What follows belongs to an exercise in optimizing a design on an open flow for a short achievable clock period and few clock cycles per item; a production flow would make more cautious choices.
Function was not checked in any run shown here: the RTL went through the layout flow alone.
Power figures rest on the tool's default switching activity, not on a simulated workload.

--- flow/config.mk ---
export PLATFORM = sky130hd
export DESIGN_NAME = cpu_top
export DESIGN_NICKNAME = cpu_top
export VERILOG_FILES = /design/flow/design.v
export SDC_FILE = /design/flow/constraint.sdc
export NUM_CORES = 4
export LEC_CHECK = 0
export CAP_MARGIN = 20
export CORE_MARGIN = 2
export CORE_UTILIZATION = 40
export SLEW_MARGIN = 20
--- flow/constraint.sdc ---
create_clock -name core_clock -period 7.0 [get_ports {clk}]
set_input_delay 1.4000 -clock core_clock [delete_from_list [all_inputs] [get_ports {clk}]]
set_output_delay 1.4000 -clock core_clock [all_outputs]
set_load 0.01 [all_outputs]
--- flow/design.v ---
`default_nettype none
package cpu_pkg;
    typedef enum logic [2:0] {
        IDLE,
        FETCH,
        DECODE,
        EXECUTE,
        MEM_LOAD,
        MEM_STORE,
        WRITE_BACK
    } cpu_state_e;
    typedef enum logic [2:0] {
        OP_ADDSUB = 3'b000,    
        OP_SLTMUL = 3'b001,    
        OP_LOAD   = 3'b010,
        OP_STORE  = 3'b011,
        OP_BEQ    = 3'b100,
        OP_JUMP   = 3'b101
    } opcode_e;
    typedef struct packed {
        opcode_e                   op;
        logic [4-1:0] rs;
        logic [4-1:0] rt;
        logic [4-1:0] rd;
        logic                      func;
    } inst_t;
    typedef struct packed {
        logic signed [16-1:0] rs_data;
        logic signed [16-1:0] rt_data;
    } operands_t;
    typedef struct packed {
        logic                   arvalid;
        logic [32-1:0] araddr;
        logic                   rready;
    } axi_rd_m_t;
    typedef struct packed {
        logic                   arready;
        logic                   rvalid;
        logic [16-1:0] rdata;
    } axi_rd_s_t;
    typedef struct packed {
        logic                   awvalid;
        logic [32-1:0] awaddr;
        logic                   wvalid;
        logic [16-1:0] wdata;
        logic                   bready;
    } axi_wr_m_t;
    typedef struct packed {
        logic awready;
        logic wready;
        logic bvalid;
    } axi_wr_s_t;
endpackage
`default_nettype wire
`timescale 1ns/1ps
`default_nettype none
module cpu_control
(
    input  logic clk,
    input  logic rst_n,
    input  logic done_alu,        
    input  logic done_mem,        
    input  logic complete,        
    input  logic a_v,             
    input  logic p_v,             
    output logic hold,            
    output logic io_stall
);
    logic [7:0] c0;
    logic [5:0] c1, c2;
    logic [7:0] c0_n;
    logic [5:0] c1_n, c2_n;
    logic [1:0] nout;
    always_comb begin
        c0_n = c0;
        c1_n = c1;
        c2_n = c2;
        nout = {1'b0, a_v} + {1'b0, p_v};
        if (complete) begin
            c0_n = c0 + {2'b0, c1};
            c1_n = c2;
            c2_n = '0;
            nout = nout - 2'd1;
        end
        if (done_mem) begin
            if (nout == 2'd0) c1_n = 6'd1;
            else              c2_n = 6'd1;
        end
        if (done_alu) begin
            if (nout == 2'd0)      c0_n = c0_n + 8'd1;
            else if (nout == 2'd1) c1_n = c1_n + 6'd1;
            else                   c2_n = c2_n + 6'd1;
        end
        if (c0 != 8'd0) c0_n = c0_n - 8'd1;
    end
    always_ff @(posedge clk or negedge rst_n) begin
        if (!rst_n) begin
            c0       <= '0;
            c1       <= '0;
            c2       <= '0;
            hold     <= 1'b0;
            io_stall <= 1'b1;
        end else begin
            c0       <= c0_n;
            c1       <= c1_n;
            c2       <= c2_n;
            hold     <= (c0_n > 8'd180) || (c1_n > 6'd48) || (c2_n > 6'd48);
            io_stall <= (c0 == 8'd0);
        end
    end
endmodule
`default_nettype wire
`timescale 1ns/1ps
`default_nettype none
module fetch_unit
#(
    parameter int IW   = 5,      
    parameter int DIST = 12      
)
(
    input  logic        clk,
    input  logic        rst_n,
    output logic        imem_arvalid,
    output logic [31:0] imem_araddr,
    output logic        imem_rready,
    input  logic        imem_arready,
    input  logic        imem_rvalid,
    input  logic [15:0] imem_rdata,
    input  logic        d_stall,        
    input  logic        redirect,       
    input  logic [11:0] redirect_pc,
    output logic        d_v,
    output logic [15:0] d_inst,
    output logic [11:0] d_pc,
    output logic        d_pt            
);
    localparam int NE = 1 << IW;
    localparam int TW = 11 - IW;
    logic [NE-1:0]  c_val;
    logic [TW-1:0]  c_tag  [NE];
    logic [15:0]    c_inst [NE];
    logic [NE-1:0]  c_pt;
    logic [NE-1:0]  c_isj;
    logic [10:0]    c_tgt  [NE];        
    logic [11:0]    fpc;
    logic           resp_v;
    logic [10:0]    resp_a;
    logic [15:0]    resp_d;
    logic           ar_v;
    logic [10:0]    ar_a;
    logic [10:0]    spc;
    logic [10:0]    f_a [4];
    logic [1:0]     f_rp, f_wp;
    logic [2:0]     f_cnt;
    logic [2:0]  r_op;
    logic        r_isj, r_pt;
    logic [10:0] r_tgt;
    assign r_op  = resp_d[15:13];
    assign r_isj = (r_op == 3'b101);
    assign r_pt  = r_isj || ((r_op == 3'b100) && (resp_d[4] || (resp_d[12:9] == resp_d[8:5])));
    assign r_tgt = r_isj ? resp_d[11:1]
                         : (resp_a + 11'd1 + {{6{resp_d[4]}}, resp_d[4:0]});
    logic [10:0]   fw;
    logic [IW-1:0] fidx;
    logic [TW-1:0] ftag;
    assign fw   = fpc[11:1];
    assign fidx = fw[IW-1:0];
    assign ftag = fw[10:IW];
    logic        c_hit, r_hit, hit;
    logic [15:0] l_inst;
    logic        l_pt, l_isj;
    logic [10:0] l_tgt;
    logic [11:0] l_next;
    assign c_hit = c_val[fidx] && (c_tag[fidx] == ftag);
    assign r_hit = resp_v && (resp_a == fw);
    assign hit   = c_hit || r_hit;
    always_comb begin
        if (r_hit) begin
            l_inst = resp_d;
            l_pt   = r_pt;
            l_isj  = r_isj;
            l_tgt  = r_tgt;
        end else begin
            l_inst = c_inst[fidx];
            l_pt   = c_pt[fidx];
            l_isj  = c_isj[fidx];
            l_tgt  = c_tgt[fidx];
        end
        if (l_pt) l_next = {l_tgt, l_isj ? l_inst[0] : fpc[0]};
        else      l_next = fpc + 12'd2;
    end
    always_ff @(posedge clk or negedge rst_n) begin
        if (!rst_n) begin
            fpc <= '0;
            d_v <= 1'b0;
        end else if (redirect) begin
            fpc <= redirect_pc;
            d_v <= 1'b0;
        end else if (!d_stall) begin
            d_v <= hit;
            if (hit) fpc <= l_next;
        end
    end
    always_ff @(posedge clk) begin
        if (!d_stall) begin
            d_inst <= l_inst;
            d_pc   <= fpc;
            d_pt   <= l_pt;
        end
    end
    logic [IW-1:0] ridx;
    assign ridx = resp_a[IW-1:0];
    always_ff @(posedge clk or negedge rst_n) begin
        if (!rst_n) begin
            c_val <= '0;
        end else if (resp_v) begin
            c_val[ridx] <= 1'b1;
        end
    end
    always_ff @(posedge clk) begin
        if (resp_v) begin
            c_tag[ridx]  <= resp_a[10:IW];
            c_inst[ridx] <= resp_d;
            c_pt[ridx]   <= r_pt;
            c_isj[ridx]  <= r_isj;
            c_tgt[ridx]  <= r_tgt;
        end
    end
    logic       ar_hs, r_hs;
    logic       infl, restart, ahead_ok, room, slot_free, issue;
    logic [10:0] s_dist;
    logic [3:0] f_live;
    assign ar_hs = ar_v && imem_arready;
    assign r_hs  = imem_rvalid && (f_cnt != 3'd0);
    always_comb begin
        for (int i = 0; i < 4; i++) begin
            f_live[i] = (2'(i - f_rp) < f_cnt[1:0]) || f_cnt[2];
        end
        infl = ar_v && (ar_a == fw);
        for (int i = 0; i < 4; i++) begin
            if (f_live[i] && (f_a[i] == fw)) infl = 1'b1;
        end
    end
    assign s_dist      = spc - fw;
    assign restart   = !hit && !infl && (spc != fw);
    assign ahead_ok  = (s_dist < 11'(DIST));
    assign room      = ({1'b0, f_cnt} + {3'b0, ar_v}) <= 4'd3;
    assign slot_free = !ar_v || ar_hs;
    assign issue     = slot_free && room && (restart || ahead_ok);
    always_ff @(posedge clk or negedge rst_n) begin
        if (!rst_n) begin
            ar_v   <= 1'b0;
            spc    <= '0;
            f_rp   <= '0;
            f_wp   <= '0;
            f_cnt  <= '0;
            resp_v <= 1'b0;
        end else begin
            if (issue) begin
                ar_v <= 1'b1;
                spc  <= (restart ? fw : spc) + 11'd1;
            end else begin
                if (ar_hs) ar_v <= 1'b0;
                if (restart) spc <= fw;
            end
            if (ar_hs) f_wp <= f_wp + 2'd1;
            if (r_hs)  f_rp <= f_rp + 2'd1;
            f_cnt  <= f_cnt + {2'b0, ar_hs} - {2'b0, r_hs};
            resp_v <= r_hs;
        end
    end
    always_ff @(posedge clk) begin
        if (issue) ar_a <= restart ? fw : spc;
        if (ar_hs) f_a[f_wp] <= ar_a;
        if (r_hs) begin
            resp_a <= f_a[f_rp];
            resp_d <= imem_rdata;
        end
    end
    assign imem_arvalid = ar_v;
    assign imem_araddr  = {20'h00001, ar_a, 1'b0};
    assign imem_rready  = 1'b1;
endmodule
`default_nettype wire
`timescale 1ns/1ps
`default_nettype none
module reg_file
(
    input  logic        clk,
    input  logic        rst_n,
    input  logic        we_e,
    input  logic [3:0]  wa_e,
    input  logic [15:0] wd_e,
    input  logic        we_m,
    input  logic [3:0]  wa_m,
    input  logic [15:0] wd_m,
    input  logic        we_l,
    input  logic [3:0]  wa_l,
    input  logic [15:0] wd_l,
    output logic [255:0] regs
);
    always_ff @(posedge clk or negedge rst_n) begin
        if (!rst_n) begin
            regs <= '0;
        end else begin
            for (int i = 0; i < 16; i++) begin
                if (we_e && wa_e == 4'(i))      regs[16*i +: 16] <= wd_e;
                else if (we_m && wa_m == 4'(i)) regs[16*i +: 16] <= wd_m;
                else if (we_l && wa_l == 4'(i)) regs[16*i +: 16] <= wd_l;
            end
        end
    end
endmodule
`default_nettype wire
`timescale 1ns/1ps
`default_nettype none
module execute_unit
(
    input  logic [15:0] a,
    input  logic [15:0] b,
    input  logic        sub,
    input  logic        slt,
    input  logic [10:0] imm,
    output logic [15:0] result,
    output logic        eq,
    output logic [10:0] addr,
    output logic [15:0] pp_lo,
    output logic [7:0]  pp_hi
);
    logic [15:0] sum;
    logic        less;
    assign sum    = sub ? (a - b) : (a + b);
    assign less   = $signed(a) < $signed(b);
    assign result = slt ? {15'b0, less} : sum;
    assign eq     = (a == b);
    assign addr   = a[10:0] + imm;
    assign pp_lo  = a * {8'b0, b[7:0]};
    assign pp_hi  = a[7:0] * b[15:8];
endmodule
`default_nettype wire
`timescale 1ns/1ps
`default_nettype none
module mem_unit
(
    input  logic        clk,
    input  logic        rst_n,
    input  logic        req,            
    input  logic        req_st,
    input  logic [10:0] req_addr,       
    input  logic [15:0] req_data,
    input  logic [3:0]  req_rd,
    output logic        accept,
    output logic        complete,       
    output logic        a_v,            
    output logic        p_v,            
    output logic        ld_v,
    output logic [3:0]  ld_rd,
    output logic [15:0] ld_data,
    output logic        dmem_arvalid,
    output logic [31:0] dmem_araddr,
    output logic        dmem_rready,
    input  logic        dmem_arready,
    input  logic        dmem_rvalid,
    input  logic [15:0] dmem_rdata,
    output logic        dmem_awvalid,
    output logic [31:0] dmem_awaddr,
    output logic        dmem_wvalid,
    output logic [15:0] dmem_wdata,
    output logic        dmem_bready,
    input  logic        dmem_awready,
    input  logic        dmem_wready,
    input  logic        dmem_bvalid
);
    logic        a_st;
    logic [3:0]  a_rd;
    logic        ar_v, aw_v, w_v;
    logic [10:0] a_addr;
    logic [15:0] a_data;
    logic        p_st;
    logic [3:0]  p_rd;
    logic [10:0] p_addr;
    logic [15:0] p_data;
    logic complete_ld, complete_st, afree;
    assign accept      = !p_v;
    assign complete_ld = a_v && !a_st && !ar_v && dmem_rvalid;
    assign complete_st = a_v && a_st && !aw_v && !w_v && dmem_bvalid;
    assign complete    = complete_ld || complete_st;
    assign afree       = !a_v || complete;
    logic        n_load;       
    logic        n_st;
    logic [3:0]  n_rd;
    logic [10:0] n_addr;
    logic [15:0] n_data;
    assign n_load = afree && (p_v || req);
    assign n_st   = p_v ? p_st   : req_st;
    assign n_rd   = p_v ? p_rd   : req_rd;
    assign n_addr = p_v ? p_addr : req_addr;
    assign n_data = p_v ? p_data : req_data;
    always_ff @(posedge clk or negedge rst_n) begin
        if (!rst_n) begin
            a_v  <= 1'b0;
            a_st <= 1'b0;
            ar_v <= 1'b0;
            aw_v <= 1'b0;
            w_v  <= 1'b0;
            p_v  <= 1'b0;
            ld_v <= 1'b0;
        end else begin
            if (n_load) begin
                a_v  <= 1'b1;
                a_st <= n_st;
                ar_v <= !n_st;
                aw_v <= n_st;
                w_v  <= n_st;
            end else begin
                if (complete) a_v <= 1'b0;
                if (dmem_arready) ar_v <= 1'b0;
                if (dmem_awready) aw_v <= 1'b0;
                if (dmem_wready)  w_v  <= 1'b0;
            end
            if (afree && p_v) p_v <= 1'b0;
            else if (req && accept && !afree) p_v <= 1'b1;
            ld_v <= complete_ld;
        end
    end
    always_ff @(posedge clk) begin
        if (n_load) begin
            a_rd   <= n_rd;
            a_addr <= n_addr;
            a_data <= n_data;
        end
        if (req && accept && !afree) begin
            p_st   <= req_st;
            p_rd   <= req_rd;
            p_addr <= req_addr;
            p_data <= req_data;
        end
        if (complete_ld) begin
            ld_rd   <= a_rd;
            ld_data <= dmem_rdata;
        end
    end
    assign dmem_arvalid = ar_v;
    assign dmem_araddr  = {20'h00001, a_addr, 1'b0};
    assign dmem_rready  = 1'b1;
    assign dmem_awvalid = aw_v;
    assign dmem_awaddr  = {20'h00001, a_addr, 1'b0};
    assign dmem_wvalid  = w_v;
    assign dmem_wdata   = a_data;
    assign dmem_bready  = 1'b1;
endmodule
`default_nettype wire
`timescale 1ns/1ps
`default_nettype none
module cpu_top
(
    input  logic                   clk,
    input  logic                   rst_n,
    output logic                   io_stall,
    output logic                   imem_arvalid,
    output logic [32-1:0] imem_araddr,
    output logic                   imem_rready,
    input  logic                   imem_arready,
    input  logic                   imem_rvalid,
    input  logic [16-1:0] imem_rdata,
    output logic                   dmem_arvalid,
    output logic [32-1:0] dmem_araddr,
    output logic                   dmem_rready,
    input  logic                   dmem_arready,
    input  logic                   dmem_rvalid,
    input  logic [16-1:0] dmem_rdata,
    output logic                   dmem_awvalid,
    output logic [32-1:0] dmem_awaddr,
    output logic                   dmem_wvalid,
    output logic [16-1:0] dmem_wdata,
    output logic                   dmem_bready,
    input  logic                   dmem_awready,
    input  logic                   dmem_wready,
    input  logic                   dmem_bvalid
);
    logic        d_v, d_pt, d_stall;
    logic [15:0] d_inst;
    logic [11:0] d_pc;
    logic        redirect;
    logic [11:0] redirect_pc;
    logic [255:0] regs;
    logic        e_v;
    logic        e_walu, e_sub, e_slt, e_mul, e_ld, e_st, e_beq, e_pt;
    logic [3:0]  e_rd;
    logic [15:0] e_a, e_b;
    logic [10:0] e_imm;
    logic [11:0] e_fall, e_tgt;
    logic        m_v;
    logic [3:0]  m_rd;
    logic [15:0] m_lo;
    logic [7:0]  m_hi;
    logic [15:0] mul_res;
    logic        mu_accept, mu_complete, mu_a_v, mu_p_v;
    logic        ld_v;
    logic [3:0]  ld_rd;
    logic [15:0] ld_data;
    logic [15:0] sb;            
    logic        hold;
    fetch_unit u_fetch (
        .clk(clk), .rst_n(rst_n),
        .imem_arvalid(imem_arvalid), .imem_araddr(imem_araddr), .imem_rready(imem_rready),
        .imem_arready(imem_arready), .imem_rvalid(imem_rvalid), .imem_rdata(imem_rdata),
        .d_stall(d_stall), .redirect(redirect), .redirect_pc(redirect_pc),
        .d_v(d_v), .d_inst(d_inst), .d_pc(d_pc), .d_pt(d_pt)
    );
    logic [2:0]  op;
    logic [3:0]  rs, rt, rd, dst;
    logic        func;
    logic        uses_rs, uses_rt, writes;
    logic        i_ld, i_st, i_mem;
    logic [15:0] pend;
    logic        hazard, stall_e, e_fire;
    assign op   = d_inst[15:13];
    assign rs   = d_inst[12:9];
    assign rt   = d_inst[8:5];
    assign rd   = d_inst[4:1];
    assign func = d_inst[0];
    assign i_ld    = (op == 3'b010);
    assign i_st    = (op == 3'b011);
    assign i_mem   = i_ld || i_st;
    assign uses_rs = !op[2] || (op == 3'b100);
    assign uses_rt = (op == 3'b000) || (op == 3'b001) || (op == 3'b011) || (op == 3'b100);
    assign writes  = (op == 3'b000) || (op == 3'b001) || i_ld;
    assign dst     = i_ld ? rt : rd;
    always_comb begin
        pend = sb;
        if (ld_v) pend[ld_rd] = 1'b0;
        if (e_v && e_ld) pend[e_rd] = 1'b1;
    end
    logic mulhaz_rs, mulhaz_rt;
    assign mulhaz_rs = e_v && e_mul && (e_rd == rs);
    assign mulhaz_rt = e_v && e_mul && (e_rd == rt);
    assign hazard = (uses_rs && (pend[rs] || mulhaz_rs)) ||
                    (uses_rt && (pend[rt] || mulhaz_rt)) ||
                    (writes && pend[dst]);
    assign stall_e = e_v && (hold || ((e_ld || e_st) && !mu_accept));
    assign e_fire  = e_v && !stall_e;
    assign d_stall = d_v && (hazard || stall_e);
    logic [15:0] alu_res;
    logic [15:0] opa, opb;
    always_comb begin
        if (e_v && e_walu && e_rd == rs)  opa = alu_res;
        else if (m_v && m_rd == rs)       opa = mul_res;
        else if (ld_v && ld_rd == rs)     opa = ld_data;
        else                              opa = regs[16*rs +: 16];
        if (e_v && e_walu && e_rd == rt)  opb = alu_res;
        else if (m_v && m_rd == rt)       opb = mul_res;
        else if (ld_v && ld_rd == rt)     opb = ld_data;
        else                              opb = regs[16*rt +: 16];
    end
    logic [15:0] imm16;
    assign imm16 = {{11{d_inst[4]}}, d_inst[4:0]};
    always_ff @(posedge clk or negedge rst_n) begin
        if (!rst_n) begin
            e_v <= 1'b0;
        end else if (!stall_e) begin
            e_v <= d_v && !hazard && !redirect;
        end
    end
    always_ff @(posedge clk) begin
        if (!stall_e) begin
            e_walu <= (op == 3'b000) || ((op == 3'b001) && !func);
            e_sub  <= (op == 3'b000) && func;
            e_slt  <= (op == 3'b001) && !func;
            e_mul  <= (op == 3'b001) && func;
            e_ld   <= i_ld;
            e_st   <= i_st;
            e_beq  <= (op == 3'b100);
            e_pt   <= d_pt;
            e_rd   <= dst;
            e_a    <= opa;
            e_b    <= opb;
            e_imm  <= imm16[10:0];
            e_fall <= d_pc + 12'd2;
            e_tgt  <= d_pc + 12'd2 + {imm16[10:0], 1'b0};
        end
    end
    logic        eq;
    logic [10:0] daddr;
    logic [15:0] pp_lo;
    logic [7:0]  pp_hi;
    execute_unit u_execute (
        .a(e_a), .b(e_b), .sub(e_sub), .slt(e_slt), .imm(e_imm),
        .result(alu_res), .eq(eq), .addr(daddr), .pp_lo(pp_lo), .pp_hi(pp_hi)
    );
    assign redirect    = e_fire && e_beq && (eq != e_pt);
    assign redirect_pc = eq ? e_tgt : e_fall;
    always_ff @(posedge clk or negedge rst_n) begin
        if (!rst_n) begin
            m_v <= 1'b0;
        end else begin
            m_v <= e_fire && e_mul;
        end
    end
    always_ff @(posedge clk) begin
        if (e_fire && e_mul) begin
            m_rd <= e_rd;
            m_lo <= pp_lo;
            m_hi <= pp_hi;
        end
    end
    assign mul_res = {m_lo[15:8] + m_hi, m_lo[7:0]};
    reg_file u_reg_file (
        .clk(clk), .rst_n(rst_n),
        .we_e(e_fire && e_walu), .wa_e(e_rd), .wd_e(alu_res),
        .we_m(m_v), .wa_m(m_rd), .wd_m(mul_res),
        .we_l(ld_v), .wa_l(ld_rd), .wd_l(ld_data),
        .regs(regs)
    );
    always_ff @(posedge clk or negedge rst_n) begin
        if (!rst_n) begin
            sb <= '0;
        end else begin
            for (int i = 0; i < 16; i++) begin
                if (e_fire && e_ld && e_rd == 4'(i)) sb[i] <= 1'b1;
                else if (ld_v && ld_rd == 4'(i))     sb[i] <= 1'b0;
            end
        end
    end
    mem_unit u_mem (
        .clk(clk), .rst_n(rst_n),
        .req(e_v && !hold && (e_ld || e_st)), .req_st(e_st), .req_addr(daddr),
        .req_data(e_b), .req_rd(e_rd),
        .accept(mu_accept), .complete(mu_complete), .a_v(mu_a_v), .p_v(mu_p_v),
        .ld_v(ld_v), .ld_rd(ld_rd), .ld_data(ld_data),
        .dmem_arvalid(dmem_arvalid), .dmem_araddr(dmem_araddr), .dmem_rready(dmem_rready),
        .dmem_arready(dmem_arready), .dmem_rvalid(dmem_rvalid), .dmem_rdata(dmem_rdata),
        .dmem_awvalid(dmem_awvalid), .dmem_awaddr(dmem_awaddr), .dmem_wvalid(dmem_wvalid),
        .dmem_wdata(dmem_wdata), .dmem_bready(dmem_bready),
        .dmem_awready(dmem_awready), .dmem_wready(dmem_wready), .dmem_bvalid(dmem_bvalid)
    );
    cpu_control u_control (
        .clk(clk), .rst_n(rst_n),
        .done_alu(e_fire && !(e_ld || e_st)), .done_mem(e_fire && (e_ld || e_st)),
        .complete(mu_complete), .a_v(mu_a_v), .p_v(mu_p_v),
        .hold(hold), .io_stall(io_stall)
    );
endmodule
`default_nettype wire
--- flow/run.sh ---
#!/bin/bash
# synth_recipe.tcl (not shown) runs the flow's synth.tcl, then flattens the netlist and writes it again
# the make line also repeats each setting of config.mk as NAME=value (left out here)
make -C /OpenROAD-flow-scripts/flow DESIGN_CONFIG=/design/flow/config.mk WORK_HOME=/design/flow/orfs CLKGATE_MAP_FILE= SYNTH_SCRIPT=/design/flow/synth_recipe.tcl finish
==> results.cfg, run 1 <==
[outcome]
status = timing/DRC/antenna clean

[logic_synthesis]
synth_ff_type = edfxtp_1
synth_top_area_share_pct = 47.5
seq_area_frac_synth_pct = 58.0
ys_warn_count = 5
avgSynthCellArea_sq_um = 14.2
yosys-top-cells-count = edfxtp_1, nand2_1, mux4_2
synth_most_common_cell = edfxtp_1
synth_edf_count = 1380
synthCells = 6131
synth_top_cell_by_area = edfxtp_1
yosys-top-cells-area = edfxtp_1, mux4_2, dfrtp_1, mux2i_1, o211ai_1
async_reset_ff_share_pct = 21.0
synth_cell_types = 95
synthesis.area_sq_um = 87300
ys_seq_elements = 1747

[power_and_ir_drop]
p_int_mw = 23.3
irDropWorstVdd_mv = 0.287
sw_frac_of_total_pct = 34.3
power_frac_seq_pct = 40.8
power.share.combinational_pct = 31.2
p_switching_mw = 12.2
power_density_nw_per_um2 = 363
p_total_mw = 35.5
clock_power_share_pct = 28.0
p_leak_nw = 35.7

[placement]
gp_congestion = 0.886
dp_slack_ns = 1.26
io_buffers = 94
hpwl_mm = 156
place_area_sq_um = 91400

[worst_setup_path]
slowest_stage = dfrtp_4
crit_required_ns = 7.72
arrival_ns = 6.18
crit_path_end_kind = register
r2r_start = u_fetch.fpc[1]
cp-start-kind = register
path_class = register to register
slowest_delay_ns = 0.80
critical_path.startpoint = u_fetch.fpc[1]
critPathMaxFanout = 31
path_cells = buf_4 -> mux4_2 -> mux4_2 -> mux2i_1 -> nor3_2 -> a21oi_4 -> o311ai_4 -> buf_4 -> o21ai_1 -> ha_1 -> nand2b_1 -> or3_1 -> or3_1 -> mux2i_2 -> o21ai_1 -> xnor2_1

[sta]
tns_ns = 0
rsz0062_at_grt = false
setup_viol = 0
max-slew-margin-rel_pct = 24.6
fin_crit_ns = 5.46
hold_viol_final = 0
clock.fmax_mhz = 183
worst_slack_ns = 1.54
fin_crit_sh_pct = 78.0
worst_pin_slew_ns = 1.13
finClkSkew_ns = 0.0914
finalMaxSlewViolations = 0

[route]
drt_iter0_drc = 6824
route.detailed.wl_per_inst_um = 28.9
ant_nets = 0
firstDrtPassIters = 6
post-route-drc-count = 0
num_vias = 55400
vias_per_cell = 6.06
wirelength_mm = 264

[die]
die-height_um = 471
rows = 171
die_area_sq_um = 222000
io-pin-count = 161
core_area_sq_um = 217000
die_width_um = 471
initial_utilization_pct = 40.2

[clock_network]
cts_tree = built
cts_max_level = 4
path_clk_slew_ns = 0.06
ctsLongestPathBuffers = 3
ctsHoldBuffers = 0
cts_num_sinks = 1747
postCtsSetupBuffers = 0
ctsResizeCount = 0
numCtsBuffers = 188
insertion_delay_ns = 0.87
clockRootBuffer = clkbuf_16

[flow_run]
cap_violations = 0

[layout]
multiInputGateArea_sq_um = 34100
register_area_sq_um = 50600
postLayoutCellArea_sq_um = 97700
num-fill-cells = 19100
antenna_cells = 0
drive_gt1_share_pct = 17.5
nNetsFinal = 6403
area_growth_pct = 11.9

[worst_hold_path]
hold_class = input port to asynchronous set/reset pin

[grt]
grt_pass1_vias = 55100
antenna_found_initial = 3
grt_max_degree = 124
gr-total-overflow = 0
grt_first_pass_wirelength_mm = 384
grt_use_total_pct = 23.4
power groups by stage:
stage / combinational (mW) / clock, mW / sequential (mW)
CTS: 11.1 / 10.1 / 14.5
floorplan: 7.71 / 0 / 14.1
detailed placement: 11.0 / 0 / 14.7
global placement: 10.9 / 0 / 14.6
finish: 11.1 / 9.95 / 14.5
global route: 11.9 / 10.5 / 14.6
kinds of logic after synthesis:
kind of cell | after synthesis | synth area share, %
xor+xnor | 242 | 2.43
other cells | 2 | 0.00860
simple gates | 1187 | 6.27
buf+inv | 730 | 3.72
fa+ha+maj | 237 | 4.08
mux | 862 | 17.2
compound gates | 1124 | 8.29
flops | 1747 | 58.0
worst paths after layout:
kind,endpoint,slack (ns),depth (start not counted)
min in group core_clock,u_mem.ld_rd[2],0.42,0
worst min-delay path,u_reg_file.regs[13],0.41,1
worst max-delay path,u_fetch.spc[10],1.54,16
worst min register to register,u_mem.ld_rd[2],0.42,0
max in group asynchronous,u_reg_file.regs[197],4.94,3
worst max register to register,u_fetch.spc[10],1.54,16
critical path: cells and delay by family (launching register included):
kind            cells  cell delay, ns
mux                 4            1.63
buf+inv             2            0.67
fa+ha+maj           1            0.28
xor+xnor            1            0.14
compound gates      4            0.87
flops               1            0.80
simple gates        4            0.90
cell type report:
| cell class | count | share of cell area [%] |
|---|---|---|
| Multi-Input combinational cell | 3718 | 34.9 |
| Timing Repair Buffer | 272 | 2.48 |
| Clock inverter | 106 | 1.15 |
| Inverter | 198 | 0.766 |
| Sequential cell | 1747 | 51.8 |
| Tap cell | 2854 | 3.66 |
| Clock buffer | 246 | 5.18 |
registers in the layout, summed over array words and instances (netlist names), 32 cells and up:
name,flops
u_fetch.c_tag,192
u_reg_file.regs,256
u_fetch.c_inst,512
u_fetch.c_val,32
u_fetch.c_pt,32
u_fetch.c_tgt,352
u_fetch.f_a,44
metal layers:
layer / vias to the layer above / track usage [%] / wire (um) / share of wire (%)
met4: 4 / 8.51 / 10100 / 3.8
met2: 2621 / 37.4 / 125000 / 47
met1: 28700 / 32.0 / 107000 / 41
met5: - / 0 / 29 / 0.011
li1: 23400 / - / - / -
met3: 565 / 4.37 / 22100 / 8.4
through the flow:
step,utilization [%],instances,hold slack (ns)
detailed placement,42.1,8787,0.405
floorplan,-,6195,0.400
CTS,45.0,9139,0.426
finish,45.0,9141,0.407
global placement,42.1,8784,0.405
global route,45.0,9141,0.389
placed cells by master, fill, tap and decap left out, types with 49 or more instances in the layout:
master / Yosys / final
nor2_1: 184 / 151
clkbuf_16: 0 / 188
mux4_2: 506 / 506
ha_1: 157 / 157
xor2_1: 96 / 96
o211ai_1: 307 / 307
edfxtp_1: 1380 / 1380
o21ai_0: 391 / 390
nand3_1: 104 / 103
mux2i_1: 316 / 315
nand2_1: 578 / 570
a21oi_1: 103 / 95
clkdlybuf4s50_1: 0 / 93
o31ai_1: 49 / 49
xnor2_1: 146 / 145
buf_4: 98 / 168
and2_1: 57 / 57
dfrtp_1: 366 / 361
conb_1: 2 / 66
fa_1: 80 / 80
inv_1: 193 / 192
==> run 2: changes to the inputs <==
--- a/flow/design.v
+++ b/flow/design.v
@@ -105,5 +105,5 @@
             c1       <= c1_n;
             c2       <= c2_n;
-            hold     <= (c0_n > 8'd180) || (c1_n > 6'd48) || (c2_n > 6'd48);
+            hold     <= (c0 > 8'd170) || (c1 > 6'd44) || (c2 > 6'd44);
             io_stall <= (c0 == 8'd0);
         end
@@ -242,5 +242,8 @@
         end
     end
-    assign s_dist      = spc - fw;
+    logic [10:0] fw_p1, spc_p1;
+    assign fw_p1     = fw + 11'd1;
+    assign spc_p1    = spc + 11'd1;
+    assign s_dist    = spc - fw;
     assign restart   = !hit && !infl && (spc != fw);
     assign ahead_ok  = (s_dist < 11'(DIST));
@@ -259,5 +262,5 @@
             if (issue) begin
                 ar_v <= 1'b1;
-                spc  <= (restart ? fw : spc) + 11'd1;
+                spc  <= restart ? fw_p1 : spc_p1;
             end else begin
                 if (ar_hs) ar_v <= 1'b0;
@@ -321,10 +324,8 @@
     input  logic        sub,
     input  logic        slt,
-    input  logic [10:0] imm,
     output logic [15:0] result,
     output logic        eq,
-    output logic [10:0] addr,
-    output logic [15:0] pp_lo,
-    output logic [7:0]  pp_hi
+    output logic [15:0] mul_s,
+    output logic [15:0] mul_c
 );
     logic [15:0] sum;
@@ -334,7 +335,47 @@
     assign result = slt ? {15'b0, less} : sum;
     assign eq     = (a == b);
-    assign addr   = a[10:0] + imm;
-    assign pp_lo  = a * {8'b0, b[7:0]};
-    assign pp_hi  = a[7:0] * b[15:8];
+    logic [15:0] pp [16];
+    always_comb begin
+        for (int i = 0; i < 16; i++) pp[i] = (a << i) & {16{b[i]}};
+    end
+    logic [15:0] l1 [11];
+    logic [15:0] l2 [8];
+    logic [15:0] l3 [6];
+    logic [15:0] l4 [4];
+    logic [15:0] l5 [3];
+    function automatic logic [15:0] csa_s(input logic [15:0] x, input logic [15:0] y, input logic [15:0] z);
+        csa_s = x ^ y ^ z;
+    endfunction
+    function automatic logic [15:0] csa_c(input logic [15:0] x, input logic [15:0] y, input logic [15:0] z);
+        csa_c = ((x & y) | (x & z) | (y & z)) << 1;
+    endfunction
+    always_comb begin
+        for (int k = 0; k < 5; k++) begin
+            l1[2*k]   = csa_s(pp[3*k], pp[3*k+1], pp[3*k+2]);
+            l1[2*k+1] = csa_c(pp[3*k], pp[3*k+1], pp[3*k+2]);
+        end
+        l1[10] = pp[15];
+        for (int k = 0; k < 3; k++) begin
+            l2[2*k]   = csa_s(l1[3*k], l1[3*k+1], l1[3*k+2]);
+            l2[2*k+1] = csa_c(l1[3*k], l1[3*k+1], l1[3*k+2]);
+        end
+        l2[6] = l1[9];
+        l2[7] = l1[10];
+        for (int k = 0; k < 2; k++) begin
+            l3[2*k]   = csa_s(l2[3*k], l2[3*k+1], l2[3*k+2]);
+            l3[2*k+1] = csa_c(l2[3*k], l2[3*k+1], l2[3*k+2]);
+        end
+        l3[4] = l2[6];
+        l3[5] = l2[7];
+        for (int k = 0; k < 2; k++) begin
+            l4[2*k]   = csa_s(l3[3*k], l3[3*k+1], l3[3*k+2]);
+            l4[2*k+1] = csa_c(l3[3*k], l3[3*k+1], l3[3*k+2]);
+        end
+        l5[0] = csa_s(l4[0], l4[1], l4[2]);
+        l5[1] = csa_c(l4[0], l4[1], l4[2]);
+        l5[2] = l4[3];
+        mul_s = csa_s(l5[0], l5[1], l5[2]);
+        mul_c = csa_c(l5[0], l5[1], l5[2]);
+    end
 endmodule
 `default_nettype wire
@@ -347,7 +388,10 @@
     input  logic        req,            
     input  logic        req_st,
-    input  logic [10:0] req_addr,       
+    input  logic [10:0] req_base,       
+    input  logic [10:0] req_imm,
     input  logic [15:0] req_data,
     input  logic [3:0]  req_rd,
+    input  logic        kill,           
+    input  logic [3:0]  kill_rd,        
     output logic        accept,
     output logic        complete,       
@@ -355,4 +399,5 @@
     output logic        p_v,            
     output logic        ld_v,
+    output logic        ld_kill,
     output logic [3:0]  ld_rd,
     output logic [15:0] ld_data,
@@ -373,11 +418,13 @@
 );
     logic        a_st;
+    logic        a_kill;
     logic [3:0]  a_rd;
     logic        ar_v, aw_v, w_v;
-    logic [10:0] a_addr;
+    logic [10:0] a_base, a_imm, a_addr;
     logic [15:0] a_data;
     logic        p_st;
+    logic        p_kill;
     logic [3:0]  p_rd;
-    logic [10:0] p_addr;
+    logic [10:0] p_base, p_imm;
     logic [15:0] p_data;
     logic complete_ld, complete_st, afree;
@@ -387,13 +434,19 @@
     assign complete    = complete_ld || complete_st;
     assign afree       = !a_v || complete;
+    logic        a_kill_n, p_kill_n;
+    assign a_kill_n = a_kill || (kill && (a_rd == kill_rd));
+    assign p_kill_n = p_kill || (kill && (p_rd == kill_rd));
     logic        n_load;       
+    logic        n_kill;
     logic        n_st;
     logic [3:0]  n_rd;
-    logic [10:0] n_addr;
+    logic [10:0] n_base, n_imm;
     logic [15:0] n_data;
     assign n_load = afree && (p_v || req);
     assign n_st   = p_v ? p_st   : req_st;
+    assign n_kill = p_v ? p_kill_n : 1'b0;
     assign n_rd   = p_v ? p_rd   : req_rd;
-    assign n_addr = p_v ? p_addr : req_addr;
+    assign n_base = p_v ? p_base : req_base;
+    assign n_imm  = p_v ? p_imm  : req_imm;
     assign n_data = p_v ? p_data : req_data;
     always_ff @(posedge clk or negedge rst_n) begin
@@ -406,5 +459,13 @@
             p_v  <= 1'b0;
             ld_v <= 1'b0;
+            a_kill  <= 1'b0;
+            p_kill  <= 1'b0;
+            ld_kill <= 1'b0;
         end else begin
+            if (n_load) a_kill <= n_kill;
+            else        a_kill <= a_kill_n;
+            if (req && accept && !afree) p_kill <= 1'b0;
+            else                         p_kill <= p_kill_n;
+            ld_kill <= a_kill_n;
             if (n_load) begin
                 a_v  <= 1'b1;
@@ -427,5 +488,6 @@
         if (n_load) begin
             a_rd   <= n_rd;
-            a_addr <= n_addr;
+            a_base <= n_base;
+            a_imm  <= n_imm;
             a_data <= n_data;
         end
@@ -433,5 +495,6 @@
             p_st   <= req_st;
             p_rd   <= req_rd;
-            p_addr <= req_addr;
+            p_base <= req_base;
+            p_imm  <= req_imm;
             p_data <= req_data;
         end
@@ -441,4 +504,5 @@
         end
     end
+    assign a_addr = a_base + a_imm;
     assign dmem_arvalid = ar_v;
     assign dmem_araddr  = {20'h00001, a_addr, 1'b0};
@@ -486,16 +550,14 @@
     logic [255:0] regs;
     logic        e_v;
-    logic        e_walu, e_sub, e_slt, e_mul, e_ld, e_st, e_beq, e_pt;
+    logic        e_walu, e_sub, e_slt, e_mul, e_beq, e_pt;
     logic [3:0]  e_rd;
     logic [15:0] e_a, e_b;
-    logic [10:0] e_imm;
     logic [11:0] e_fall, e_tgt;
     logic        m_v;
     logic [3:0]  m_rd;
-    logic [15:0] m_lo;
-    logic [7:0]  m_hi;
+    logic [15:0] m_s, m_c;
     logic [15:0] mul_res;
     logic        mu_accept, mu_complete, mu_a_v, mu_p_v;
-    logic        ld_v;
+    logic        ld_v, ld_kill, ld_ok;
     logic [3:0]  ld_rd;
     logic [15:0] ld_data;
@@ -515,5 +577,5 @@
     logic        i_ld, i_st, i_mem;
     logic [15:0] pend;
-    logic        hazard, stall_e, e_fire;
+    logic        hazard, d_ok, d_fire;
     assign op   = d_inst[15:13];
     assign rs   = d_inst[12:9];
@@ -528,8 +590,8 @@
     assign writes  = (op == 3'b000) || (op == 3'b001) || i_ld;
     assign dst     = i_ld ? rt : rd;
+    assign ld_ok = ld_v && !ld_kill;
     always_comb begin
         pend = sb;
-        if (ld_v) pend[ld_rd] = 1'b0;
-        if (e_v && e_ld) pend[e_rd] = 1'b1;
+        if (ld_ok) pend[ld_rd] = 1'b0;
     end
     logic mulhaz_rs, mulhaz_rt;
@@ -537,9 +599,8 @@
     assign mulhaz_rt = e_v && e_mul && (e_rd == rt);
     assign hazard = (uses_rs && (pend[rs] || mulhaz_rs)) ||
-                    (uses_rt && (pend[rt] || mulhaz_rt)) ||
-                    (writes && pend[dst]);
-    assign stall_e = e_v && (hold || ((e_ld || e_st) && !mu_accept));
-    assign e_fire  = e_v && !stall_e;
-    assign d_stall = d_v && (hazard || stall_e);
+                    (uses_rt && (pend[rt] || mulhaz_rt));
+    assign d_ok    = !hazard && !hold && !(i_mem && !mu_accept);
+    assign d_fire  = d_v && d_ok && !redirect;
+    assign d_stall = d_v && !d_ok;
     logic [15:0] alu_res;
     logic [15:0] opa, opb;
@@ -547,9 +608,9 @@
         if (e_v && e_walu && e_rd == rs)  opa = alu_res;
         else if (m_v && m_rd == rs)       opa = mul_res;
-        else if (ld_v && ld_rd == rs)     opa = ld_data;
+        else if (ld_ok && ld_rd == rs)     opa = ld_data;
         else                              opa = regs[16*rs +: 16];
         if (e_v && e_walu && e_rd == rt)  opb = alu_res;
         else if (m_v && m_rd == rt)       opb = mul_res;
-        else if (ld_v && ld_rd == rt)     opb = ld_data;
+        else if (ld_ok && ld_rd == rt)     opb = ld_data;
         else                              opb = regs[16*rt +: 16];
     end
@@ -559,16 +620,14 @@
         if (!rst_n) begin
             e_v <= 1'b0;
-        end else if (!stall_e) begin
-            e_v <= d_v && !hazard && !redirect;
+        end else begin
+            e_v <= d_fire && !i_mem;
         end
     end
     always_ff @(posedge clk) begin
-        if (!stall_e) begin
+        begin
             e_walu <= (op == 3'b000) || ((op == 3'b001) && !func);
             e_sub  <= (op == 3'b000) && func;
             e_slt  <= (op == 3'b001) && !func;
             e_mul  <= (op == 3'b001) && func;
-            e_ld   <= i_ld;
-            e_st   <= i_st;
             e_beq  <= (op == 3'b100);
             e_pt   <= d_pt;
@@ -576,5 +635,4 @@
             e_a    <= opa;
             e_b    <= opb;
-            e_imm  <= imm16[10:0];
             e_fall <= d_pc + 12'd2;
             e_tgt  <= d_pc + 12'd2 + {imm16[10:0], 1'b0};
@@ -582,12 +640,10 @@
     end
     logic        eq;
-    logic [10:0] daddr;
-    logic [15:0] pp_lo;
-    logic [7:0]  pp_hi;
+    logic [15:0] mul_s, mul_c;
     execute_unit u_execute (
-        .a(e_a), .b(e_b), .sub(e_sub), .slt(e_slt), .imm(e_imm),
-        .result(alu_res), .eq(eq), .addr(daddr), .pp_lo(pp_lo), .pp_hi(pp_hi)
+        .a(e_a), .b(e_b), .sub(e_sub), .slt(e_slt),
+        .result(alu_res), .eq(eq), .mul_s(mul_s), .mul_c(mul_c)
     );
-    assign redirect    = e_fire && e_beq && (eq != e_pt);
+    assign redirect    = e_v && e_beq && (eq != e_pt);
     assign redirect_pc = eq ? e_tgt : e_fall;
     always_ff @(posedge clk or negedge rst_n) begin
@@ -595,20 +651,20 @@
             m_v <= 1'b0;
         end else begin
-            m_v <= e_fire && e_mul;
+            m_v <= e_v && e_mul;
         end
     end
     always_ff @(posedge clk) begin
-        if (e_fire && e_mul) begin
+        if (e_v && e_mul) begin
             m_rd <= e_rd;
-            m_lo <= pp_lo;
-            m_hi <= pp_hi;
+            m_s  <= mul_s;
+            m_c  <= mul_c;
         end
     end
-    assign mul_res = {m_lo[15:8] + m_hi, m_lo[7:0]};
+    assign mul_res = m_s + m_c;
     reg_file u_reg_file (
         .clk(clk), .rst_n(rst_n),
-        .we_e(e_fire && e_walu), .wa_e(e_rd), .wd_e(alu_res),
+        .we_e(e_v && e_walu), .wa_e(e_rd), .wd_e(alu_res),
         .we_m(m_v), .wa_m(m_rd), .wd_m(mul_res),
-        .we_l(ld_v), .wa_l(ld_rd), .wd_l(ld_data),
+        .we_l(ld_ok), .wa_l(ld_rd), .wd_l(ld_data),
         .regs(regs)
     );
@@ -618,6 +674,6 @@
         end else begin
             for (int i = 0; i < 16; i++) begin
-                if (e_fire && e_ld && e_rd == 4'(i)) sb[i] <= 1'b1;
-                else if (ld_v && ld_rd == 4'(i))     sb[i] <= 1'b0;
+                if (d_fire && writes && dst == 4'(i)) sb[i] <= i_ld;
+                else if (ld_ok && ld_rd == 4'(i))     sb[i] <= 1'b0;
             end
         end
@@ -625,8 +681,9 @@
     mem_unit u_mem (
         .clk(clk), .rst_n(rst_n),
-        .req(e_v && !hold && (e_ld || e_st)), .req_st(e_st), .req_addr(daddr),
-        .req_data(e_b), .req_rd(e_rd),
+        .req(d_fire && i_mem), .req_st(i_st), .req_base(opa[10:0]), .req_imm(imm16[10:0]),
+        .req_data(opb), .req_rd(rt),
+        .kill(d_fire && writes), .kill_rd(dst),
         .accept(mu_accept), .complete(mu_complete), .a_v(mu_a_v), .p_v(mu_p_v),
-        .ld_v(ld_v), .ld_rd(ld_rd), .ld_data(ld_data),
+        .ld_v(ld_v), .ld_kill(ld_kill), .ld_rd(ld_rd), .ld_data(ld_data),
         .dmem_arvalid(dmem_arvalid), .dmem_araddr(dmem_araddr), .dmem_rready(dmem_rready),
         .dmem_arready(dmem_arready), .dmem_rvalid(dmem_rvalid), .dmem_rdata(dmem_rdata),
@@ -637,5 +694,5 @@
     cpu_control u_control (
         .clk(clk), .rst_n(rst_n),
-        .done_alu(e_fire && !(e_ld || e_st)), .done_mem(e_fire && (e_ld || e_st)),
+        .done_alu(d_fire && !i_mem), .done_mem(d_fire && i_mem),
         .complete(mu_complete), .a_v(mu_a_v), .p_v(mu_p_v),
         .hold(hold), .io_stall(io_stall)
--- a/flow/config.mk
+++ b/flow/config.mk
@@ -9,3 +9,4 @@
 export CORE_MARGIN = 2
 export CORE_UTILIZATION = 40
+export SETUP_SLACK_MARGIN = 3.5
 export SLEW_MARGIN = 20
==> run 2 against run 1 <==
Still clean on timing, DRC and antenna. Core utilization grew 3.5 points. Global-route usage grew 1.7 points. Clock power shrank 1%. Synthesized cell count shrank 0.64%. Non-clock buffer count grew 319. Design area grew 6.6%. Combinational power grew about 40%. Sequential share of layout area shrank 3.5 points. Die area shrank 0.99%. Register-to-register slack gained 1.2 ns. Routed wire length grew 7.1%. Sequential power is essentially flat.
==> results.cfg, run 2 <==
[worst_hold_path]
hold_class = register to register

[logic_synthesis]
yosys-top-cells-count = edfxtp_1, nand2_1, mux4_2
synthesis.area_sq_um = 86400
synth_cell_types = 85
synthCells = 6092
synth_ff_type = edfxtp_1
seq_area_frac_synth_pct = 58.1
synth_edf_count = 1320
avgSynthCellArea_sq_um = 14.2
ys_warn_count = 12
ys_seq_elements = 1754
synth_most_common_cell = edfxtp_1
synth_top_cell_by_area = edfxtp_1
yosys-top-cells-area = edfxtp_1, mux4_2, dfrtp_1, o211ai_1, nand2_1
synth_top_area_share_pct = 45.9
async_reset_ff_share_pct = 21.1

[worst_setup_path]
slowest_stage = edfxtp_1
path_common_cell = a21oi_2
worst-path-buf-inv = 3
cp-start-kind = register
critPathMaxFanout = 2
path_cells = ha_4 -> inv_2 -> fa_2 -> inv_2 -> a21oi_2 -> o21bai_2 -> a21oi_2 -> o21bai_4 -> a21oi_2 -> nor2_1 -> o21ai_1 -> nand2b_1 -> a21oi_2 -> xnor2_2 -> buf_2
critical-path-top-delay-family = compound AO/OA/AOI/OAI gates
crit_required_ns = 5.60
crit_path_end_kind = output port
path_class = register to output port
arrival_ns = 3.14
slowest_delay_ns = 0.42

[die]
initial_utilization_pct = 40.3
die_area_sq_um = 220000
die_width_um = 469
io-pin-count = 161
core_area_sq_um = 215000
rows = 170
die-height_um = 469

[placement]
io_buffers = 94
place_area_sq_um = 91000
gp_congestion = 0.906
hpwl_mm = 159

[sta]
tns_ns = 0
worst_pin_slew_ns = 1.24
clock.fmax_mhz = 220
rsz0062_at_grt = true
fin_crit_ns = 4.54
fin_crit_sh_pct = 64.8
hold_viol_final = 0
setup_viol = 0
finClkSkew_ns = 0.0763
max-slew-margin-rel_pct = 16.9
finalMaxSlewViolations = 0

[route]
post-route-drc-count = 0
vias_per_cell = 6.14
num_vias = 57900
ant_nets = 0
firstDrtPassIters = 6
drt_iter0_drc = 6919
wirelength_mm = 282
route.detailed.wl_per_inst_um = 29.9

[power_and_ir_drop]
irDropWorstVdd_mv = 0.314
power.share.combinational_pct = 39.0
power_frac_seq_pct = 36.4
clock_power_share_pct = 24.6
p_switching_mw = 14.3
p_leak_nw = 37.4
sw_frac_of_total_pct = 35.9
p_int_mw = 25.6
power_density_nw_per_um2 = 383

[layout]
reg_top3 = u_fetch.c_inst: 512 flops, u_fetch.c_tgt: 352 flops, u_reg_file.regs: 256 flops
layout_common_cells = edfxtp_1, mux4_2, nand2_1
layout_commonest_cell = edfxtp_1
nNetsFinal = 6707
largest_reg_flops = 512
largest_register = u_fetch.c_inst
postLayoutCellArea_sq_um = 104000
drive_gt1_share_pct = 30.4
area_growth_pct = 20.4

[clock_network]
path_clk_slew_ns = 0.06
numCtsBuffers = 185
clockRootBuffer = clkbuf_16
cts_tree = built
ctsLongestPathBuffers = 3
insertion_delay_ns = 0.87
cts_num_sinks = 1754
cts_max_level = 4

[flow_run]
cap_violations = 0

[grt]
grt_pass1_vias = 57000
grt_first_pass_wirelength_mm = 401
grt_max_degree = 139
grt_use_total_pct = 25.1
gr-total-overflow = 0
antenna_found_initial = 5

[outcome]
status = timing/DRC/antenna clean
run 2: changes by cell type after synthesis, sizes merged, moves of 42 or more:
cell / previous run / this run
edfxtp: 1380 / 1320
a21oi: 105 / 147
nand3: 104 / 193
dfxtp: 0 / 64
mux2i: 317 / 188
mux2: 39 / 88
run 2: cell families (layout without fill, tap and decap cells):
group	Yosys count	in the layout	synth area share [%]
DFF	1754	1754	58.1
and+or+nand+nor	1219	1230	6.51
AOI/OAI and AO/OA	1122	1124	8.25
muxes	797	797	16.9
buffers and inverters	703	1126	3.44
xor gates and xnor gates	261	261	2.65
adders and majority gates	234	234	4.18
other	2	70	0.00869
run 2: final cells by class:
| cell class | instances | area (sq um) |
|---|---|---|
| inverter | 187 | 752 |
| clock inverter | 108 | 1050 |
| timing repair inverter | 1 | 6.26 |
| fill | 18000 | 111000 |
| tap | 2838 | 3550 |
| antenna | 4 | 10.0 |
| timing repair buffer | 591 | 6550 |
| clock buffer | 239 | 5000 |
| multi-input combinational | 3712 | 36900 |
| sequential | 1754 | 50300 |
run 2: routing by layer:
layer  share of wire [%]  global-route usage, %  wire, um  vias to the layer above
met5              0.0046                      0        13                        -
met4                 5.7                   12.2     16000                        2
met3                 9.0                   4.63     25400                      761
met2                  46                   39.5    131000                     3183
met1                  39                   33.6    110000                    30000
li1                    -                      -         -                    24000
run 2: power by group through the flow:
stage               combinational [mW]  sequential, mW  clock, mW
floorplan                         8.52            14.3          0
global placement                  11.9            14.9          0
detailed placement                12.1            14.9          0
CTS                               14.3            14.5       9.97
global route                      16.4            14.6       10.4
finish                            15.5            14.5       9.83
run 2: repair_timing:
| item | in CTS | in global routing |
|---|---|---|
| buffers inserted | 210 | 88 |
| pin swaps | 138 | 174 |
| resized for setup | 658 | 353 |
| endpoints found under the setup margin | 676 | 479 |
| cloned | 28 | 19 |
| hold buffers | 0 | 0 |
run 2: path summary, 6_finish.rpt:
path | start | to | slack (ns) | cells past startpoint
min in group asynchronous | rst_n | u_reg_file.regs[140] | 0.49 | 1
max in group asynchronous | rst_n | u_fetch.f_rp[0] | 5.18 | 2
max | u_mem.a_base[0] | dmem_awaddr[11] | 2.46 | 15
min | u_fetch.d_pt | e_pt | 0.37 | 0
max reg2reg | e_b[14] | m_s[15] | 2.71 | 16
min reg2reg | u_fetch.d_pt | e_pt | 0.37 | 0
run 2: per-stage QoR:
| stage | hold slack [ns] | power, mW | std cells | setup slack [ns] | utilization [%] |
|---|---|---|---|---|---|
| after global routing | 0.382 | 41.4 | 9433 | 2.29 | 48.5 |
| after CTS | 0.353 | 38.7 | 9322 | 2.43 | 47.3 |
| after floorplan | 0.323 | 22.8 | 6156 | 2.57 | - |
| final | 0.368 | 39.9 | 9434 | 2.46 | 48.5 |
| after global placement | 0.326 | 26.8 | 8735 | 1.76 | 42.4 |
| after detailed placement | 0.340 | 27.0 | 8737 | 1.71 | 42.4 |
==> run 3: changes to the inputs <==
--- a/flow/design.v
+++ b/flow/design.v
@@ -388,6 +388,5 @@
     input  logic        req,            
     input  logic        req_st,
-    input  logic [10:0] req_base,       
-    input  logic [10:0] req_imm,
+    input  logic [10:0] req_addr,       
     input  logic [15:0] req_data,
     input  logic [3:0]  req_rd,
@@ -402,4 +401,6 @@
     output logic [3:0]  ld_rd,
     output logic [15:0] ld_data,
+    output logic        lw_v,
+    output logic [3:0]  lw_rd,
     output logic        dmem_arvalid,
     output logic [31:0] dmem_araddr,
@@ -421,13 +422,15 @@
     logic [3:0]  a_rd;
     logic        ar_v, aw_v, w_v;
-    logic [10:0] a_base, a_imm, a_addr;
+    logic [10:0] a_addr;
     logic [15:0] a_data;
     logic        p_st;
     logic        p_kill;
     logic [3:0]  p_rd;
-    logic [10:0] p_base, p_imm;
+    logic [10:0] p_addr;
     logic [15:0] p_data;
     logic complete_ld, complete_st, afree;
     assign accept      = !p_v;
+    assign lw_v        = a_v && !a_st && !ar_v && !a_kill;
+    assign lw_rd       = a_rd;
     assign complete_ld = a_v && !a_st && !ar_v && dmem_rvalid;
     assign complete_st = a_v && a_st && !aw_v && !w_v && dmem_bvalid;
@@ -441,5 +444,5 @@
     logic        n_st;
     logic [3:0]  n_rd;
-    logic [10:0] n_base, n_imm;
+    logic [10:0] n_addr;
     logic [15:0] n_data;
     assign n_load = afree && (p_v || req);
@@ -447,6 +450,5 @@
     assign n_kill = p_v ? p_kill_n : 1'b0;
     assign n_rd   = p_v ? p_rd   : req_rd;
-    assign n_base = p_v ? p_base : req_base;
-    assign n_imm  = p_v ? p_imm  : req_imm;
+    assign n_addr = p_v ? p_addr : req_addr;
     assign n_data = p_v ? p_data : req_data;
     always_ff @(posedge clk or negedge rst_n) begin
@@ -488,6 +490,5 @@
         if (n_load) begin
             a_rd   <= n_rd;
-            a_base <= n_base;
-            a_imm  <= n_imm;
+            a_addr <= n_addr;
             a_data <= n_data;
         end
@@ -495,6 +496,5 @@
             p_st   <= req_st;
             p_rd   <= req_rd;
-            p_base <= req_base;
-            p_imm  <= req_imm;
+            p_addr <= req_addr;
             p_data <= req_data;
         end
@@ -504,5 +504,4 @@
         end
     end
-    assign a_addr = a_base + a_imm;
     assign dmem_arvalid = ar_v;
     assign dmem_araddr  = {20'h00001, a_addr, 1'b0};
@@ -563,4 +562,7 @@
     logic [15:0] ld_data;
     logic [15:0] sb;            
+    logic        lw_v;          
+    logic [3:0]  lw_rd;
+    logic        fw_rs, fw_rt;  
     logic        hold;
     fetch_unit u_fetch (
@@ -598,6 +600,11 @@
     assign mulhaz_rs = e_v && e_mul && (e_rd == rs);
     assign mulhaz_rt = e_v && e_mul && (e_rd == rt);
-    assign hazard = (uses_rs && (pend[rs] || mulhaz_rs)) ||
-                    (uses_rt && (pend[rt] || mulhaz_rt));
+    assign fw_rs  = lw_v && (lw_rd == rs) && dmem_rvalid;
+    assign fw_rt  = lw_v && (lw_rd == rt) && dmem_rvalid;
+    logic slthaz;
+    assign slthaz = i_mem && e_v && e_slt && (e_rd == rs);
+    assign hazard = slthaz ||
+                    (uses_rs && ((pend[rs] && !fw_rs) || mulhaz_rs)) ||
+                    (uses_rt && ((pend[rt] && !fw_rt) || mulhaz_rt));
     assign d_ok    = !hazard && !hold && !(i_mem && !mu_accept);
     assign d_fire  = d_v && d_ok && !redirect;
@@ -606,9 +613,11 @@
     logic [15:0] opa, opb;
     always_comb begin
-        if (e_v && e_walu && e_rd == rs)  opa = alu_res;
+        if (fw_rs)                        opa = dmem_rdata;
+        else if (e_v && e_walu && e_rd == rs)  opa = alu_res;
         else if (m_v && m_rd == rs)       opa = mul_res;
         else if (ld_ok && ld_rd == rs)     opa = ld_data;
         else                              opa = regs[16*rs +: 16];
-        if (e_v && e_walu && e_rd == rt)  opb = alu_res;
+        if (fw_rt)                        opb = dmem_rdata;
+        else if (e_v && e_walu && e_rd == rt)  opb = alu_res;
         else if (m_v && m_rd == rt)       opb = mul_res;
         else if (ld_ok && ld_rd == rt)     opb = ld_data;
@@ -617,4 +626,18 @@
     logic [15:0] imm16;
     assign imm16 = {{11{d_inst[4]}}, d_inst[4:0]};
+    logic [10:0] imm11, addr_in, addr_rf, addr_e, addr_m, daddr;
+    logic [15:0] base_rf;
+    assign imm11   = imm16[10:0];
+    assign base_rf = (ld_ok && ld_rd == rs) ? ld_data : regs[16*rs +: 16];
+    assign addr_in = dmem_rdata[10:0] + imm11;
+    assign addr_rf = base_rf[10:0] + imm11;
+    assign addr_e  = e_a[10:0] + (e_b[10:0] ^ {11{e_sub}}) + imm11 + {10'b0, e_sub};
+    assign addr_m  = m_s[10:0] + m_c[10:0] + imm11;
+    always_comb begin
+        if (fw_rs)                            daddr = addr_in;
+        else if (e_v && e_walu && e_rd == rs) daddr = addr_e;
+        else if (m_v && m_rd == rs)           daddr = addr_m;
+        else                                  daddr = addr_rf;
+    end
     always_ff @(posedge clk or negedge rst_n) begin
         if (!rst_n) begin
@@ -681,9 +704,9 @@
     mem_unit u_mem (
         .clk(clk), .rst_n(rst_n),
-        .req(d_fire && i_mem), .req_st(i_st), .req_base(opa[10:0]), .req_imm(imm16[10:0]),
+        .req(d_fire && i_mem), .req_st(i_st), .req_addr(daddr),
         .req_data(opb), .req_rd(rt),
         .kill(d_fire && writes), .kill_rd(dst),
         .accept(mu_accept), .complete(mu_complete), .a_v(mu_a_v), .p_v(mu_p_v),
-        .ld_v(ld_v), .ld_kill(ld_kill), .ld_rd(ld_rd), .ld_data(ld_data),
+        .ld_v(ld_v), .ld_kill(ld_kill), .ld_rd(ld_rd), .ld_data(ld_data), .lw_v(lw_v), .lw_rd(lw_rd),
         .dmem_arvalid(dmem_arvalid), .dmem_araddr(dmem_araddr), .dmem_rready(dmem_rready),
         .dmem_arready(dmem_arready), .dmem_rvalid(dmem_rvalid), .dmem_rdata(dmem_rdata),
--- a/flow/config.mk
+++ b/flow/config.mk
@@ -9,4 +9,4 @@
 export CORE_MARGIN = 2
 export CORE_UTILIZATION = 40
-export SETUP_SLACK_MARGIN = 3.5
+export SETUP_SLACK_MARGIN = 4.0
 export SLEW_MARGIN = 20
==> run 3 against run 2 <==
Final cell count up 8.7%. Combinational power up 41%. Maximum frequency is 2.7% higher. Highest routed layer unchanged. Via count rose by 9.4%. Clock power down 2%. Clock skew fell by 0.028 ns. Critical endpoint is now u_mem.a_addr[6]. Count of clock-buffer cells in the layout is 11 higher. Flip-flop and latch count down 10. Global-route usage grew 1.8 points. Setup slack gained 0.12 ns. Still clean. Largest cell class unchanged. Sequential share of layout area decreased by 3.2 points. Non-clock buffer count rose by 204.
==> results.cfg, run 3 <==
[route]
vias_per_cell = 6.18
firstDrtPassIters = 8
post-route-drc-count = 0
ant_nets = 0
drt_iter0_drc = 8362
wirelength_mm = 311
num_vias = 63400
route.detailed.wl_per_inst_um = 30.4

[placement]
hpwl_mm = 167
gp_congestion = 0.930
io_buffers = 94
dp_slack_ns = 1.31

[clock_network]
path_clk_slew_ns = 0.07
cts_tree = built
numCtsBuffers = 181
insertion_delay_ns = 0.85
cts_max_level = 4
clockRootBuffer = clkbuf_16
ctsLongestPathBuffers = 3
cts_num_sinks = 1744

[worst_setup_path]
rrSetupSlack_ns = 2.58
r2r-end = u_mem.a_addr[6]
critical_path.startpoint = u_fetch.d_inst[9]
critPathMaxFanout = 6
arrival_ns = 5.00
rr_worst_depth = 19
path_class = register to register
crit_required_ns = 7.58
crit_path_end_kind = register
endpoint = u_mem.a_addr[6]
cp-start-kind = register
r2r_start = u_fetch.d_inst[9]

[layout]
num-fill-cells = 18400
reg_top3 = u_fetch.c_inst: 512 flops, u_fetch.c_tgt: 352 flops, u_reg_file.regs: 256 flops
nNetsFinal = 7473
drive_gt1_share_pct = 33.9
register_area_sq_um = 50000
layout_common_cells = edfxtp_1, nand2_1, mux4_2
largest_reg_flops = 512
layout_commonest_cell = edfxtp_1
area_growth_pct = 24.8
largest_register = u_fetch.c_inst
multiInputGateArea_sq_um = 40900

[sta]
worst_pin_slew_ns = 1.23
fin_crit_ns = 4.42
hold_viol_final = 0
finClkSkew_ns = 0.0485
tns_ns = 0
setup_viol = 0
fin_crit_sh_pct = 63.1
worst_slack_ns = 2.58
finalMaxSlewViolations = 0
rsz0062_at_grt = true
max-slew-margin-rel_pct = 18.1
clock.fmax_mhz = 226

[power_and_ir_drop]
power_density_nw_per_um2 = 418
irDropWorstVdd_mv = 0.524
p_leak_nw = 40.3

[logic_synthesis]
avgSynthCellArea_sq_um = 13.4
synth_most_common_cell = edfxtp_1
ys_warn_count = 12
synthesis.area_sq_um = 88800
synth_cell_types = 93
yosys-top-cells-area = edfxtp_1, mux4_2, dfrtp_1, nand2_1, o211ai_1
ys_seq_elements = 1744
synth_ff_type = edfxtp_1
synthCells = 6631
synth_edf_count = 1310
seq_area_frac_synth_pct = 56.2
synth_top_cell_by_area = edfxtp_1
yosys-top-cells-count = edfxtp_1, nand2_1, mux4_2
async_reset_ff_share_pct = 21.2
synth_top_area_share_pct = 44.3

[grt]
grt_max_degree = 139
grt_first_pass_wirelength_mm = 439
grt_pass1_vias = 61900
antenna_found_initial = 7
gr-total-overflow = 0
grt_use_total_pct = 26.9

[die]
die_area_sq_um = 226000
die_width_um = 475
die-height_um = 475
io-pin-count = 161
rows = 172
initial_utilization_pct = 40.3
core_area_sq_um = 220000

[worst_hold_path]
hold_class = register to register

[flow_run]
cap_violations = 0

[outcome]
status = timing/DRC/antenna clean
## run 3: cell types whose count changed after synthesis, moves of 24 or more
cell / change
nand2_1: +156
nor2_1: +130
and2_1: -53
xnor2_1: +48
inv_1: +42
a21oi_1: +37
ha_1: +36
nand3_1: +36
mux2i_1: -30
o21ai_0: +25
a31oi_1: +24
o31ai_1: -24
## run 3: repair_timing
action	in CTS	in global routing
resized for setup	1099	453
endpoints found under the setup margin	1575	794
hold buffers	0	0
gates cloned	63	18
pin swaps	280	217
setup buffers	344	135
## run 3: critical path, cell delays in order, from the launching register on
cell,delay [ns]
edfxtp_1,0.41
buf_12,0.15
buf_16,0.14
buf_12,0.14
mux4_2,0.44
mux4_2,0.53
mux2_4,0.30
ha_4,0.17
inv_2,0.05
fa_2,0.21
nor2b_2,0.05
o21ai_1,0.14
nand2b_1,0.11
a21oi_2,0.15
o21bai_2,0.11
buf_4,0.15
xor2_1,0.15
o211ai_1,0.26
a31oi_1,0.17
mux2_2,0.33
## run 3: worst min path at each step
stage / from / end / slack (ns) / cells after the start
2_1_floorplan: u_fetch.d_pt / e_pt / 0.32 / 0
3_3_place_gp: u_fetch.d_pt / e_pt / 0.39 / 0
3_5_place_dp: u_fetch.d_pt / e_pt / 0.39 / 0
4_1_cts: u_fetch.d_pt / e_pt / 0.41 / 0
5_1_grt: u_fetch.d_pt / e_pt / 0.41 / 0
6_report: u_fetch.d_pt / e_pt / 0.42 / 0
## run 3: metal layers
layer	track usage (%)	vias to the layer above	share of wire, %
met3	5.50	972	9.7
met4	14.7	4	6.4
li1	-	26100	-
met5	0	-	0.0074
met2	42.0	3877	46
met1	35.3	32400	38
## run 3: cell type report
class,count,share of cell area [%]
clock buffer,250,4.47
timing repair buffer,795,8.42
sequential,1744,45.1
multi-input combinational,4184,36.9
timing repair inverter,1,0.00677
clock inverter,76,0.798
inverter,239,0.978
antenna,4,0.00903
tap,2958,3.34
## run 3: power by group
| group | total [mW] | internal [mW] | switching (mW) | leakage, nW |
|---|---|---|---|---|
| registers | 14.8 | 13.5 | 1.25 | 17.3 |
| clock network | 9.67 | 5.39 | 4.27 | 2.83 |
| logic | 21.9 | 10.1 | 11.9 | 20.2 |
## run 3: stage by stage
step / hold WS [ns] / std cells / instance area, sq um / util, % / power [mW]
floorplan: 0.323 / 6695 / 90500 / - / 25.1
global placement: 0.391 / 9359 / 93800 / 42.6 / 29.4
detailed placement: 0.395 / 9359 / 93800 / 42.6 / 29.6
CTS: 0.408 / 10100 / 108000 / 48.8 / 44.2
global route: 0.408 / 10200 / 111000 / 50.3 / 48.0
finish: 0.425 / 10300 / 111000 / 50.3 / 46.4
## run 3: logic make-up after synthesis
family,share of synthesized area (%)
other,0.00846
flip-flops,56.2
adder cells (fa/ha/maj),4.93
XOR/XNOR,2.89
AND/OR/NAND/NOR,7.63
AO/OA/AOI/OAI,8.72
buffers and inverters,3.81
multiplexers,15.8

[port drivers added, routing unchanged]
No port has a modelled driver above. Below, the same layouts with a new extraction and two added sets of constraints.
Step 1: set_driving_cell puts a clkbuf_16 on clk and a buf_2 on each other input, an assumption about the parent block.
Step 2 adds t to the input delays and takes it off the output delays; t is the mean of the earliest and latest rising clock arrival at the registers after step 1. Input paths then give back, and output paths get back, about the clock's delay inside the block.
Slacks: ideal / step 1 / step 2; pairs: ideal / step 1.
run	t (ns)	setup slack, ns	clock arrival spread, ns
run 1	0.918	1.543 / 1.543 / 1.288	0.098 / 0.098
run 2	0.924	2.463 / 2.376 / 2.117	0.079 / 0.079
run 3	0.923	2.581 / 2.581 / 1.984	0.056 / 0.057
After both steps every run listed still meets setup and hold. The setup slack of run 3, which loses most, moves by 0.000 ns with the drivers and by -0.597 ns with both steps.
